Background: an optimization exercise with open tools, aiming at small area and a short achievable clock period. Do not read the settings as production practice. For this run, only the layout was checked, not whether the RTL still works. No activity file was given, so power comes from the tool's default toggle rates.

**flow/config.mk**
```make
export PLATFORM = sky130hd
export DESIGN_NAME = note_sequencer
export DESIGN_NICKNAME = note_sequencer
export VERILOG_FILES = /design/flow/design.v
export SDC_FILE = /design/flow/constraint.sdc
export NUM_CORES = 4
export LEC_CHECK = 0
export CAP_MARGIN = 20
export CORE_MARGIN = 2
export CORE_UTILIZATION = 60
export CTS_CLUSTER_DIAMETER = 80
export CTS_CLUSTER_SIZE = 30
export SETUP_SLACK_MARGIN = 2.95
export SLEW_MARGIN = 20
```
**flow/constraint.sdc**
```tcl
create_clock -name core_clock -period 5.0 [get_ports {clk}]
set_input_delay 1.0000 -clock core_clock [delete_from_list [all_inputs] [get_ports {clk}]]
set_output_delay 1.0000 -clock core_clock [all_outputs]
set_load 0.01 [all_outputs]
```
**flow/design.v**
```verilog
module note_sequencer #(
  parameter int DEPTH     = 64,
  parameter int DUR_W     = 16,
  parameter int TICK_DIV  = 16,
  parameter int DEB_TICKS = 10
) (
  input  logic                         clk,
  input  logic                         rst_n,
  input  logic [4:0]                   key_code,
  input  logic                         rec_n,
  input  logic                         play_n,
  input  logic                         stop_n,
  output logic [4:0]                   note_out,
  output logic [1:0]                   state_out,
  output logic                         full,
  output logic [$clog2(DEPTH+1)-1:0]   evt_count
);
  localparam int CW  = $clog2(DEPTH+1);
  localparam int AW  = (DEPTH > 1) ? $clog2(DEPTH) : 1;
  localparam int TW  = (TICK_DIV > 1) ? $clog2(TICK_DIV) : 1;
  localparam int DBW = $clog2(DEB_TICKS+1);
  localparam int EW  = 5 + DUR_W;
  localparam int RL  = DEPTH - 2;            
  localparam logic [4:0] SILENCE = 5'b11111;
  localparam logic [1:0] S_IDLE = 2'b00, S_REC = 2'b01, S_PLAY = 2'b10;
  logic [1:0]        state, state_nx, state_o;
  logic [1:0]        state_n;
  logic [4:0]        note_nx, note_o;
  logic              full_nx;
  logic [CW-1:0]     evt_n, evt_c, evt_nx;
  logic              e0, e1, e63;            
  logic [4:0]        key_s1, key_s2;
  logic [2:0]        btn_s1, btn_s2;
  logic [2:0]        press;
  logic              stop_p, rec_p, play_p;
  logic [TW-1:0]     tick_cnt;
  logic              tick, tick_nx;
  logic [4:0]        cand, stable;
  logic [DBW-1:0]    deb_cnt, deb_next;
  logic              chg;
  logic [4:0]        note_n;                 
  logic [DUR_W-1:0]  dur, dur_plus, dur_m, dur_step, dur_nx;
  logic              dnz, dmax, d1;          
  logic [AW-1:0]     addr;
  logic [CW-1:0]     addr_inc;
  logic              pload;
  logic [EW-1:0]     wr_data, pdata;
  logic              wr_en, wr_ring, sat, rec_close, full_hit, last, pdone, idle_rec, play_go;
  logic              d_clr, d_ld, d_step;
  logic [EW-1:0]     slot0, slot1;           
  logic [EW-1:0]     ring  [RL];             
  logic [EW-1:0]     ring_d [RL];
  logic [EW-1:0]     wbuf;                   
  logic              wpend, wpend_nx;
  logic [5:0]        wpos;                   
  logic [5:0]        npos;                   
  logic [EW-1:0]     nxt;                    
  logic [5:0]        rpos;                   
  logic [5:0]        ph;                     
  logic [5:0]        ph_nx, ph_pv, wpos_nx, rpos_nx, npos_nx1, npos_nx2;
  logic [4:0]        ph_t1, npos_t1, wpos_t1, rpos_t1, rpos_t2;
  logic              r_adv2;
  logic [4:0]        wtap, rtap;             
  logic [EW-1:0]     tap_d [5];
  logic [EW-1:0]     cap_d;
  always_ff @(posedge clk) begin
    key_s1 <= key_code;
    key_s2 <= key_s1;
  end
  always_ff @(posedge clk or negedge rst_n) begin
    if (!rst_n) begin
      btn_s1 <= 3'b111;
      btn_s2 <= 3'b111;
      press  <= 3'b000;
    end else begin
      btn_s1 <= {stop_n, rec_n, play_n};
      btn_s2 <= btn_s1;
      press  <= btn_s2 & ~btn_s1;
    end
  end
  assign stop_p = press[2];
  assign rec_p  = press[1];
  assign play_p = press[0];
  assign tick_nx = (tick_cnt == TW'(TICK_DIV-2));
  always_ff @(posedge clk or negedge rst_n) begin
    if (!rst_n) begin
      tick_cnt <= '0;
      tick     <= 1'b0;
    end else begin
      tick_cnt <= tick_cnt + 1'b1;
      tick     <= tick_nx;
    end
  end
  always_comb begin
    deb_next = DBW'(1);
    if (key_s2 == cand)
      deb_next = (deb_cnt == DBW'(DEB_TICKS)) ? deb_cnt : deb_cnt + 1'b1;
  end
  always_ff @(posedge clk or negedge rst_n) begin
    if (!rst_n) begin
      cand    <= SILENCE;
      stable  <= SILENCE;
      deb_cnt <= '0;
    end else begin
      if (tick) begin
        cand    <= key_s2;
        deb_cnt <= deb_next;
        if (deb_next >= DBW'(DEB_TICKS) && key_s2 != stable) begin
          stable <= key_s2;
        end
      end
    end
  end
  always_ff @(posedge clk)
    chg <= tick && deb_next >= DBW'(DEB_TICKS) && key_s2 != stable;
  always_comb begin
    if (state == S_PLAY)   
      dur_step = {dur[0] ^ dur[14] ^ dur[13] ^ dur[11], dur[15:1]};
    else                   
      dur_step = {dur[14:0], dur[15] ^ dur[13] ^ dur[12] ^ dur[10]};
    dur_plus  = dur;
    sat       = dmax;
    rec_close = (state == S_REC) && (chg || sat || stop_p);
    wr_en     = rec_close && dnz;
    wr_ring   = wr_en && !e0 && !e1;
    wr_data   = {~note_n, dur_plus};
    full_hit  = wr_en && e63;
    idle_rec  = !stop_p && rec_p;
    play_go   = !stop_p && !rec_p && play_p && !e0;
    addr_inc  = CW'(addr) + 1'b1;
    last      = (addr_inc == evt_c);
    pdone     = (state == S_PLAY) && !pload && tick && d1;
    pdata     = nxt;
    d_clr     = ((state == S_IDLE) && idle_rec) || ((state == S_REC) && rec_close);
    d_ld      = (state == S_PLAY) && pload && !stop_p;
    d_step    = (tick_nx && state == S_REC) || (tick && state == S_PLAY && !pload);
    dur_nx    = d_clr ? (tick_nx ? 16'h0002 : 16'h0001) : d_ld ? pdata[DUR_W-1:0] : d_step ? dur_step : dur;
  end
  always_comb begin
    ph_nx    = (ph   == 6'(RL-1)) ? 6'd0 : ph   + 6'd1;
    ph_pv    = (ph   == 6'd0) ? 6'(RL-1) : ph - 6'd1;
    npos_nx1 = (npos == 6'(RL-1)) ? 6'd0 : npos + 6'd1;
    npos_nx2 = (npos == 6'(RL-2)) ? 6'd0 : (npos == 6'(RL-1)) ? 6'd1 : npos + 6'd2;
    wpos_nx  = wr_ring ? npos_nx1 : ((wpos == 6'(RL-1)) ? 6'd0 : wpos + 6'd1);
    wpend_nx = wr_ring || (wpend && !(|wtap));
    ph_t1    = {ph   == 6'd49, ph   == 6'd37, ph   == 6'd25, ph   == 6'd12, ph   == 6'(RL-1)};
    npos_t1  = {npos == 6'd49, npos == 6'd37, npos == 6'd25, npos == 6'd12, npos == 6'(RL-1)};
    wpos_t1  = {wpos == 6'd49, wpos == 6'd37, wpos == 6'd25, wpos == 6'd12, wpos == 6'(RL-1)};
    rpos_t1  = {rpos == 6'd49, rpos == 6'd37, rpos == 6'd25, rpos == 6'd12, rpos == 6'(RL-1)};
    rpos_t2  = {rpos == 6'd48, rpos == 6'd36, rpos == 6'd24, rpos == 6'd11, rpos == 6'(RL-2)};
    r_adv2   = pload && addr[AW-1:1] != '0 && !stop_p;
    if (state != S_PLAY)
      rpos_nx = ph_nx;
    else if (r_adv2)
      rpos_nx = (rpos == 6'(RL-2)) ? 6'd0 : (rpos == 6'(RL-1)) ? 6'd1 : rpos + 6'd2;
    else
      rpos_nx = (rpos == 6'(RL-1)) ? 6'd0 : rpos + 6'd1;
    for (int j = 0; j < RL; j++) ring_d[j] = ring[(j + RL - 1) % RL];
    tap_d[0] = wtap[0] ? wbuf : ring[0];
    tap_d[1] = wtap[1] ? wbuf : ring[13];
    tap_d[2] = wtap[2] ? wbuf : ring[26];
    tap_d[3] = wtap[3] ? wbuf : ring[38];
    tap_d[4] = wtap[4] ? wbuf : ring[50];
    ring_d[1]  = tap_d[0];
    ring_d[14] = tap_d[1];
    ring_d[27] = tap_d[2];
    ring_d[39] = tap_d[3];
    ring_d[51] = tap_d[4];
    cap_d = '0;
    for (int k = 0; k < 5; k++) cap_d = cap_d | ({EW{rtap[k]}} & tap_d[k]);
  end
  always_ff @(posedge clk) begin
    for (int j = 0; j < RL; j++) ring[j] <= ring_d[j];
    if (state != S_PLAY)
      nxt <= slot0;
    else if (pload && addr == AW'(0))
      nxt <= slot1;
    else if (|rtap && addr != AW'(0))
      nxt <= cap_d;
    if (wr_en && e0) slot0 <= wr_data;
    if (wr_en && e1) slot1 <= wr_data;
    if (wr_en) wbuf <= wr_data;
  end
  always_ff @(posedge clk or negedge rst_n) begin
    if (!rst_n) begin
      ph    <= '0;
      wpend <= 1'b0;
      wtap  <= '0;
    end else begin
      ph    <= ph_nx;
      wpend <= wpend_nx;
      wtap  <= wr_ring ? npos_t1 : (wpend && !(|wtap)) ? wpos_t1 : 5'b0;
    end
  end
  always_ff @(posedge clk) begin
    if ((state == S_IDLE) && idle_rec) npos <= ph_pv;
    else if (wr_en)                    npos <= npos_nx2;
    else                               npos <= npos_nx1;
  end
  always_ff @(posedge clk) begin
    wpos <= wpos_nx;
    rpos <= rpos_nx;
    rtap <= (state != S_PLAY) ? ph_t1 : r_adv2 ? rpos_t2 : rpos_t1;
  end
  always_comb begin
    state_nx = state;
    note_nx  = ~note_n;
    full_nx  = full;
    evt_nx   = evt_c;
    case (state)
      S_IDLE: begin
        note_nx = stable;
        if (idle_rec) begin
          state_nx = S_REC;
          evt_nx   = '0;
          full_nx  = 1'b0;
        end else if (play_go) begin
          state_nx = S_PLAY;
        end
      end
      S_REC: begin
        note_nx = stable;
        if (wr_en) evt_nx = evt_c + 1'b1;
        if (full_hit) begin
          full_nx  = 1'b1;
          state_nx = S_IDLE;
        end else if (stop_p) begin
          state_nx = S_IDLE;
        end
      end
      S_PLAY: begin
        if (stop_p) begin
          state_nx = S_IDLE;
          note_nx  = stable;
        end else if (pload) begin
          note_nx = pdata[EW-1:DUR_W];
        end else if (pdone && last) begin
          state_nx = S_IDLE;
        end
      end
      default: state_nx = S_IDLE;
    endcase
  end
  always_ff @(posedge clk or negedge rst_n) begin
    if (!rst_n) begin
      state_n   <= 2'b11;
      state_o   <= S_IDLE;
      note_n    <= '0;
      note_o    <= SILENCE;
      full      <= 1'b0;
      evt_n     <= '1;
      evt_count <= '0;
      e0        <= 1'b1;
      e1        <= 1'b0;
      e63       <= 1'b0;
    end else begin
      state_n   <= ~state_nx;
      state_o   <= state_nx;
      note_n    <= ~note_nx;
      note_o    <= note_nx;
      full      <= full_nx;
      evt_n     <= ~evt_nx;
      evt_count <= evt_nx;
      e0        <= (evt_nx == CW'(0));
      e1        <= (evt_nx == CW'(1));
      e63       <= (evt_nx == CW'(DEPTH-1));
    end
  end
  assign state = ~state_n;
  assign evt_c = ~evt_n;
  always_ff @(posedge clk) begin
    dur  <= dur_nx;
    dnz  <= tick_nx || (!d_clr && dnz);
    dmax <= tick_nx && !d_clr && (dur == 16'h8000);
    d1   <= !d_clr && (d_ld ? (pdata[DUR_W-1:0] == 16'h0002) :
                       d_step ? (dur == 16'h0004) : d1);
    case (state)
      S_IDLE: begin
        if (!idle_rec && play_go) begin
          addr  <= '0;
          pload <= 1'b1;
        end
      end
      S_PLAY: begin
        if (stop_p) begin
          pload <= 1'b0;
        end else if (pload) begin
          pload <= 1'b0;
        end else if (pdone && !last) begin
          addr  <= addr + 1'b1;
          pload <= 1'b1;
        end
      end
      default: ;
    endcase
  end
  assign state_out = state_o;
  assign note_out  = note_o;
endmodule
```
**flow/run.sh**
```bash
#!/bin/bash
# synth_recipe.tcl (not shown) runs the flow's synth.tcl, then flattens the netlist and writes it again
# the make line also repeats each setting of config.mk as NAME=value (left out here)
make -C /OpenROAD-flow-scripts/flow DESIGN_CONFIG=/design/flow/config.mk WORK_HOME=/design/flow/orfs CLKGATE_MAP_FILE= SYNTH_SCRIPT=/design/flow/synth_recipe.tcl finish
```
==> notes.md <==
area by class of cell:
cell class / instances / area, um^2
flip-flops and latches: 1518 / 31900
fillers: 4246 / 19600
multi-input cells: 722 / 5830
clock buffers: 72 / 1510
repair buffers: 141 / 1440
well taps: 837 / 1050
inverters: 38 / 149
clock inverters: 6 / 100
placed cells by master (no fill, tap or decap), types with 13 or more instances in the layout:
cell type	synthesis	final
dfxtp_1	1337	1336
edfxtp_1	109	109
mux2_2	116	100
nand2_1	101	99
buf_4	1	83
clkbuf_16	0	61
nor2_1	60	57
nand3_1	58	51
o21ai_1	0	39
dfrtp_1	41	36
inv_1	38	34
dfstp_2	31	29
xnor2_1	30	27
o21ai_0	67	25
a22oi_1	27	23
buf_6	0	22
a222oi_1	21	21
ha_1	22	19
xor2_1	22	17
mux2_4	0	16
nand4_1	15	15
a311oi_1	14	14
clkbuf_1	50	13
buf_12	0	13
metrics by stage:
stage / hold WS, ps / util (%)
floorplan: 310 / -
global placement: 309 / 62.6
detailed placement: 312 / 62.6
CTS: 314 / 66.8
global route: 312 / 68.2
finish: 307 / 68.2
power by group:
group | switching, mW | internal (mW)
clock | 3.37 | 2.19
sequential | 0.352 | 12.8
combinational | 0.612 | 0.558
kinds of logic (layout without fill, tap and decap cells):
logic type / Yosys count / count (layout) / synth area share, %
muxes: 119 / 119 / 3.58
DFF: 1518 / 1518 / 85.3
and+or+nand+nor: 330 / 338 / 4.44
adders and majority gates: 22 / 22 / 0.737
AOI/OAI and AO/OA: 190 / 190 / 3.54
buffers and inverters: 105 / 257 / 1.08
xor gates and xnor gates: 53 / 53 / 1.28
state kept, by name, indices dropped and copies added (netlist names), 6 cells and up:
name and cells:
wbuf 21, slot1 21, slot0 21, evt_n 7
wpos 6, dur 16, addr 6, npos 6
nxt 21, rpos 6, ring 1302, ph 6
evt_count 7
path summary, 6_finish.rpt:
kind	slack, ps	from	to
setup / recovery	2710	note_o[2]$_DFF_PN1_	note_out[2]
hold / removal	310	ring[8][3]$_DFF_P_	ring[9][3]$_DFF_P_
setup reg to reg	2800	addr[3]$_SDFFCE_PP0P_	state_o[1]$_DFF_PN0_
hold reg to reg	310	ring[8][3]$_DFF_P_	ring[9][3]$_DFF_P_
max in group asynchronous	3860	rst_n	wtap[3]$_DFF_PN0_
min in group asynchronous	480	rst_n	tick_cnt[1]$_DFF_PN0_
routing by layer:
metal,routed length (um),global-route usage [%],up-vias
li1,-,-,8078
met1,31100,28.8,8267
met2,27300,28.9,397
met3,2890,2.73,113
met4,1920,5.63,0
met5,0,0,-
what timing repair did:
action / CTS / global route
setup buffers: 54 / 40
setup endpoints to repair: 159 / 125
hold endpoints to repair: 0 / 0
gates resized for setup: 180 / 112
pin swaps: 29 / 55
gates cloned: 5 / 9
==> impl_metrics.env <==
export IMPL_skew_ps=22.3
export IMPL_die_y_um=254
export IMPL_p_total_mw=19.9
export IMPL_slowest_delay_ps=550
export IMPL_root_buffer="clkbuf_16"
export IMPL_cts_tree="built"
export IMPL_cp_depth=1
export IMPL_cp_data_required_time_ps=4000
export IMPL_ys_ff_latch=1518
export IMPL_gp_congestion=0.862
export IMPL_path_max_fanout=1
export IMPL_nets=2511
export IMPL_worstSetupPathType="reg2out"
export IMPL_startpoint_type="flip-flop"
export IMPL_min_delay_path_class="reg2reg"
export IMPL_ant_nets=0
export IMPL_io_buffers=24
export IMPL_cts_hold_buffers=0
export IMPL_tightest_slew_ps=898
export IMPL_synth_async_reset_ratio_pct=4.74
export IMPL_synth_cells=2337
export IMPL_die_area_um2=64300
export IMPL_clock_insertion_delay_worst_skew_ps=640
export IMPL_drt_first_pass_iters=7
export IMPL_cts_buffers=58
export IMPL_synth_area_leaders="dfxtp_1, edfxtp_1, mux2_2"
export IMPL_grt_setup_unrepaired="true"
export IMPL_path_buf_inv=1
export IMPL_syn_nets=2369
export IMPL_vias=16900
export IMPL_p_leak_nw=16.6
export IMPL_fmax_mhz=437
export IMPL_cap_violations=0
export IMPL_design_core_area_um2=61600
export IMPL_antenna_found_initial=1
export IMPL_dp_final_hpwl_um=35500
export IMPL_dp_cells=3148
export IMPL_synth_top_area_share_pct=71.7
export IMPL_status="no timing/DRC/antenna violations"
export IMPL_critPathArrivalTime_ps=1290
export IMPL_period_share_pct=45.8
export IMPL_die_width_um=254
export IMPL_initial_core_util_pct=60.6
export IMPL_synth_edf_count=109
export IMPL_maxSlewHeadroom_pct=40.2
export IMPL_grt_pass1_wl_um=93100
export IMPL_design_area_um2=42000
export IMPL_rows=91
export IMPL_fin_cells=3334
export IMPL_yosys_warnings=4
export IMPL_grt_ovfl_total=0
export IMPL_critPathTopFamily="flip-flops"
export IMPL_maxSlewViolCount=0
export IMPL_track_usage_pct=19.1
export IMPL_htreeDepth=2
export IMPL_reg2regPathDepth=5
export IMPL_syn2layout_area_growth_pct=12.4
export IMPL_tns_ps=0
export IMPL_whs_path_depth=0
export IMPL_min_period_ps=2290
export IMPL_post_synth_top_area_cell="dfxtp_1"
export IMPL_diodes=0
export IMPL_powerDensity_nw_per_um2=473
export IMPL_crit_chain="buf_6"
export IMPL_fin_ws_ps=2710
export IMPL_synth_distinct_cells=70
export IMPL_totalWireLength_um=63200
export IMPL_yosysMostFrequentCell="dfxtp_1"
export IMPL_grt_pass1_vias=16100
export IMPL_drtIter0Drc=1262
export IMPL_finalSetupViolations=0
export IMPL_ys_seq_area_share_pct=85.3
export IMPL_pre_cts_ws_ps=1920
export IMPL_vdd_drop_max_mv=0.366
export IMPL_drc=0
export IMPL_postPlaceCellArea_um2=38500
export IMPL_io_pins=25
export IMPL_clock_sinks=1518
export IMPL_hold_violations=0
export IMPL_avgSynthCellArea_um2=16.0
export IMPL_synth_area_um2=37400
export IMPL_clk_pin_slew_worst_paths_ps=100
export IMPL_grt_max_degree=73
export IMPL_clockBufferDepth=3
export IMPL_crit_slowest_cell="dfstp_2"
export IMPL_ys_flop_type="dfxtp_1"
export IMPL_drive_gt1_share_pct=17.8
export IMPL_vias_per_cell=5.06
export IMPL_cp_end_kind="output pin"
export IMPL_synth_common_cells="dfxtp_1, mux2_2, edfxtp_1, nand2_1, o21ai_0"
export IMPL_wl_per_cell_um=19.0

what the ideal ports hide:
The results above use ideal ports. As a check the final layout listed here was re-extracted and re-timed, cells and wires unchanged. Step 1 (the two cells are an assumption about what drives the block):
set clk [get_ports {clk}]
set_driving_cell -lib_cell sky130_fd_sc_hd__clkbuf_16 $clk
set_driving_cell -lib_cell sky130_fd_sc_hd__buf_2 [delete_from_list [all_inputs] $clk]
Step 2 adds t to the input delays and takes it off the output delays; t is the mean of the earliest and latest rising clock arrival at the registers after step 1. Input paths then give back, and output paths get back, about the clock's delay inside the block. Three values: ideal, step 1, step 2; two values: the first two.
t (ns): 0.697
slack for setup (ns): 2.711 / 2.649 / 2.795
worst setup path at the end: register to register
worst register clock-pin slew, ns: 0.11 / 0.11
cell pins on the clock port's net: 1
After both steps setup and hold are still met in this run. The setup slack of this run moves by -0.062 ns with the drivers and by +0.084 ns with both steps.
